This design comes from an exercise in tuning for small area, a short achievable clock period and few clock cycles per item on the open sky130 flow, not from production work.
At most, simulation tests tie the RTL to the original design; equivalence was not proved.
Power and IR drop assume default switching activity.

== alpha ==
Design acr_dma_copy, start of the top module:
module acr_dma_copy #(
   parameter int ADDR_W     = 32,
   parameter int DATA_W     = 64,
   parameter int BURST_LEN  = 16,
   parameter int FIFO_DEPTH = 32
) (
   input  logic                acr_clk,
   input  logic                acr_rst,
   input  logic                cmd_valid,
   output logic                cmd_ready,
   input  logic [ADDR_W-1:0]   cmd_src,
   input  logic [ADDR_W-1:0]   cmd_dst,
   input  logic [15:0]         cmd_beats,
   output logic                busy,
   output logic                done,
   output logic                err,
   output logic [1:0]          dbg_state,
   output logic [ADDR_W-1:0]   axi_araddr,
   output logic [3:0]          axi_arlen,
   output logic                axi_arvalid,
   input  logic                axi_arready,
   input  logic [DATA_W-1:0]   axi_rdata,
   input  logic [1:0]          axi_rresp,
   input  logic                axi_rlast,
   input  logic                axi_rvalid,
   output logic                axi_rready,
   output logic [ADDR_W-1:0]   axi_awaddr,
   output logic [3:0]          axi_awlen,
   output logic                axi_awvalid,
   input  logic                axi_awready,
   output logic [DATA_W-1:0]   axi_wdata,
   output logic [DATA_W/8-1:0] axi_wstrb,
   output logic                axi_wlast,
   output logic                axi_wvalid,
   input  logic                axi_wready,
   input  logic [1:0]          axi_bresp,
   input  logic                axi_bvalid,
   output logic                axi_bready
);
   logic        busy_q, done_q, err_q;
   logic [28:0] ar_a;           
   logic [12:0] ar_nb;          
   logic [3:0]  ar_el;          
   logic [3:0]  ar_len;
   logic        arv_q, ar_pend;
   logic [2:0]  r_out;          
   logic [28:0] aw_a;           
   logic [12:0] aw_nb;          
   logic [3:0]  aw_el;          
   logic [3:0]  aw_len;
   logic        awv_q, aw_pend;
   logic [2:0]  b_out;          
   logic [3:0]  w_lo;           
   logic        acc, nz, ar_hs, aw_hs, w_hs, b_hs, ar_last, aw_last, r_end, fin;
  ...
==> flow/config.mk <==
export PLATFORM = sky130hd
export DESIGN_NAME = acr_dma_copy
export DESIGN_NICKNAME = acr_dma_copy
export VERILOG_FILES = /design/flow/design.v
export SDC_FILE = /design/flow/constraint.sdc
export NUM_CORES = 4
export LEC_CHECK = 0
export CAP_MARGIN = 20
export CORE_MARGIN = 2
export CORE_UTILIZATION = 40
export CTS_BUF_LIST = sky130_fd_sc_hd__clkbuf_4
export SETUP_SLACK_MARGIN = 3.4
export SLEW_MARGIN = 20
==> flow/constraint.sdc <==
create_clock -name core_clock -period 6.5 [get_ports {acr_clk}]
set_input_delay 1.3000 -clock core_clock [delete_from_list [all_inputs] [get_ports {acr_clk}]]
set_output_delay 1.3000 -clock core_clock [all_outputs]
set_load 0.01 [all_outputs]
run.sh (not shown) runs the stock make flow with config.mk's settings and CLKGATE_MAP_FILE= SYNTH_SCRIPT=/design/flow/synth_recipe.tcl, a recipe that flattens the netlist after the stock synthesis.
alpha reached the end of the flow, and the finished layout is clean on the timing, DRC and antenna checks.
Testbench counts of alpha, summed over its fixed seeds: cycles 47,140, beats 35,812.
The inputs of beta differ from those of alpha as listed below.
- CTS_BUF_LIST no longer set, was sky130_fd_sc_hd__clkbuf_4
==> comparison <==
beta vs alpha: number of search-and-repair iterations in the first detailed-routing pass up in beta. The worst slew margin relative to its limit number comes out lower for alpha vs beta. In beta the logic gate share of total power turned out 3.5 points lower than in alpha. Net switching fraction of the power: beta vs alpha down 2.6 points. Taking alpha as the reference point, the total wirelength of the detailed-routed design of beta rises by 1.7%. alpha leaves more setup margin than beta. The final non-filler cell area of beta is higher than that of alpha. Compare beta and alpha | area growth from synthesis to layout higher: beta. beta vs alpha on worst hold slack after final layout: beta is the lower one.

---

Another version of the RTL of acr_dma_copy (not shown whole).
For scale: ~750 cells after synthesis, roughly 110 flip-flops, about 310 I/O pins.
==> flow/config.mk <==
export PLATFORM = sky130hd
export DESIGN_NAME = acr_dma_copy
export DESIGN_NICKNAME = acr_dma_copy
export VERILOG_FILES = /design/flow/design.v
export SDC_FILE = /design/flow/constraint.sdc
export NUM_CORES = 4
export LEC_CHECK = 0
export CAP_MARGIN = 20
export CORE_MARGIN = 2
export CORE_UTILIZATION = 40
export SETUP_SLACK_MARGIN = 3.75
export SLEW_MARGIN = 20
==> flow/constraint.sdc <==
create_clock -name core_clock -period 6.5 [get_ports {acr_clk}]
set_input_delay 1.3000 -clock core_clock [delete_from_list [all_inputs] [get_ports {acr_clk}]]
set_output_delay 1.3000 -clock core_clock [all_outputs]
set_load 0.01 [all_outputs]
standard.sh (not shown) runs the stock make flow with config.mk's settings and CLKGATE_MAP_FILE= SYNTH_SCRIPT=/design/flow/synth_recipe.tcl, a recipe that flattens the netlist after the stock synthesis.
==> flow/flow/run.sh <==
#!/bin/bash
set -euo pipefail
cd "$(dirname "$0")/.."
export BUFFER_PORTS_ARGS="-buffer_cell sky130_fd_sc_hd__buf_1"
export CTS_ARGS="-sink_clustering_enable -repair_clock_nets -dont_use_dummy_load -buf_list sky130_fd_sc_hd__clkbuf_8"
bash standard.sh > standard_make.log 2>&1
The starting point ran to the end with no violations.
Change:
--- a/flow/config.mk
+++ b/flow/config.mk
@@ -9,4 +9,4 @@
 export CORE_MARGIN = 2
 export CORE_UTILIZATION = 40
-export SETUP_SLACK_MARGIN = 3.75
+export SETUP_SLACK_MARGIN = 3.55
 export SLEW_MARGIN = 20
=> Core utilization falls by 2.1 points; fmax hardly moves; non-clock buffer count falls by 25; hold slack barely changes; synthesized area is unchanged; cell area falls by 4.6%; clock skew falls by 3.3 ps; power falls by 2.1%.
Function was not checked in any run of this note: the RTL went through the layout flow alone.

---

acr_dma_copy, a different RTL version from the one above (not shown whole).
For scale: roughly 730 cells after synthesis, about 110 flip-flops, roughly 7200 um^2 of cells after synthesis.
Settings: LEC_CHECK=0, CAP_MARGIN=20, CORE_MARGIN=2, CORE_UTILIZATION=40, SETUP_SLACK_MARGIN=3.55, SLEW_MARGIN=20, TNS_END_PERCENT=0; clock period 6.5 ns.
Scripts as last shown in full above: flow/flow/run.sh
Testbench counts at the start, summed over its fixed seeds: cycles 47,140, beats 35,812.
Edit:
- ABC_AREA: unset -> 1
- TNS_END_PERCENT: 0 -> unset
The new run went through all stages and came out clean.
Setup slack gets worse by 0.083 ns.
Wire length climbs by 24%.
Final cell count climbs by 32%.
Die area climbs by 12%.
Total power climbs by 6.8%.
Non-clock buffer count climbs by 1.
Synthesized cell count climbs by 41%.
Fmax drops by 2.7%.
Count of clock-buffer cells in the layout is unchanged.
Via count climbs by 28%.
Flip-flop and latch count is unchanged.
Edit:
- ABC_AREA: 1 -> unset
- The new run passed the timing, DRC and antenna checks
- combinational power falls by 17%
- clock skew rises by 0.0037 ns
- count of clock-buffer cells in the layout is unchanged
Edit:
- CORE_UTILIZATION: 40 -> 50
Outcome: The changed run completed without violations. Total power hardly moves. Setup slack is worse by 0.0064 ns. Wire length went up by about 1.7%. Non-clock buffer count went down by 1. Global-route usage increases by 4.9 points. Die area falls by 19%. Register-to-register slack loses 0.32 ns. Utilization grows by 12 points. Synthesized cell count does not change.

-- static timing again, ports no longer ideal --
No port has a modelled driver above. Below, the same layouts with a new extraction and two added sets of constraints.
Step 1, drivers: a clkbuf_16 drives acr_clk and a buf_2 each remaining input, both assumed.
Step 2 adds t to the input delays and takes it off the output delays; t is the mean of the earliest and latest rising clock arrival at the registers after step 1. Input paths then give back, and output paths get back, about the clock's delay inside the block.
Three values: no drivers, after step 1, after step 2; two values: the first two.
| run | t, ns | slack for setup (ns) | hold WS [ns] | worst register clock-pin slew, ns | worst slew at a driven data input, ns |
|---|---|---|---|---|---|
| alpha | 0.568 | 3.112 / 3.106 / 2.538 | 0.480 / 0.480 / 0.480 | 0.12 / 0.12 | 0.07 |
| beta | 0.463 | 3.007 / 2.993 / 2.531 | 0.475 / 0.475 / 0.475 | 0.06 / 0.06 | 0.08 |
| the first run of note 2 | 0.464 | 3.552 / 3.528 / 3.155 | 0.477 / 0.477 / 0.477 | 0.08 / 0.08 | 0.07 |
| the second run of note 2 | 0.454 | 3.549 / 3.526 / 3.132 | 0.478 / 0.478 / 0.478 | 0.07 / 0.07 | 0.07 |
| the first run of note 3 | 0.453 | 3.508 / 3.500 / 3.053 | 0.482 / 0.482 / 0.482 | 0.07 / 0.07 | 0.07 |
| the second run of note 3 | 0.459 | 3.426 / 3.389 / 3.178 | 0.488 / 0.488 / 0.488 | 0.08 / 0.08 | 0.07 |
| the third run of note 3 | 0.464 | 3.551 / 3.525 / 3.101 | 0.494 / 0.494 / 0.494 | 0.07 / 0.07 | 0.09 |
| the fourth run of note 3 | 0.469 | 3.545 / 3.536 / 3.077 | 0.483 / 0.483 / 0.483 | 0.08 / 0.08 | 0.08 |
After both steps every run listed still meets setup and hold. For alpha, which loses most, drivers alone change the setup slack by -0.006 ns; drivers and shift together by -0.574 ns.
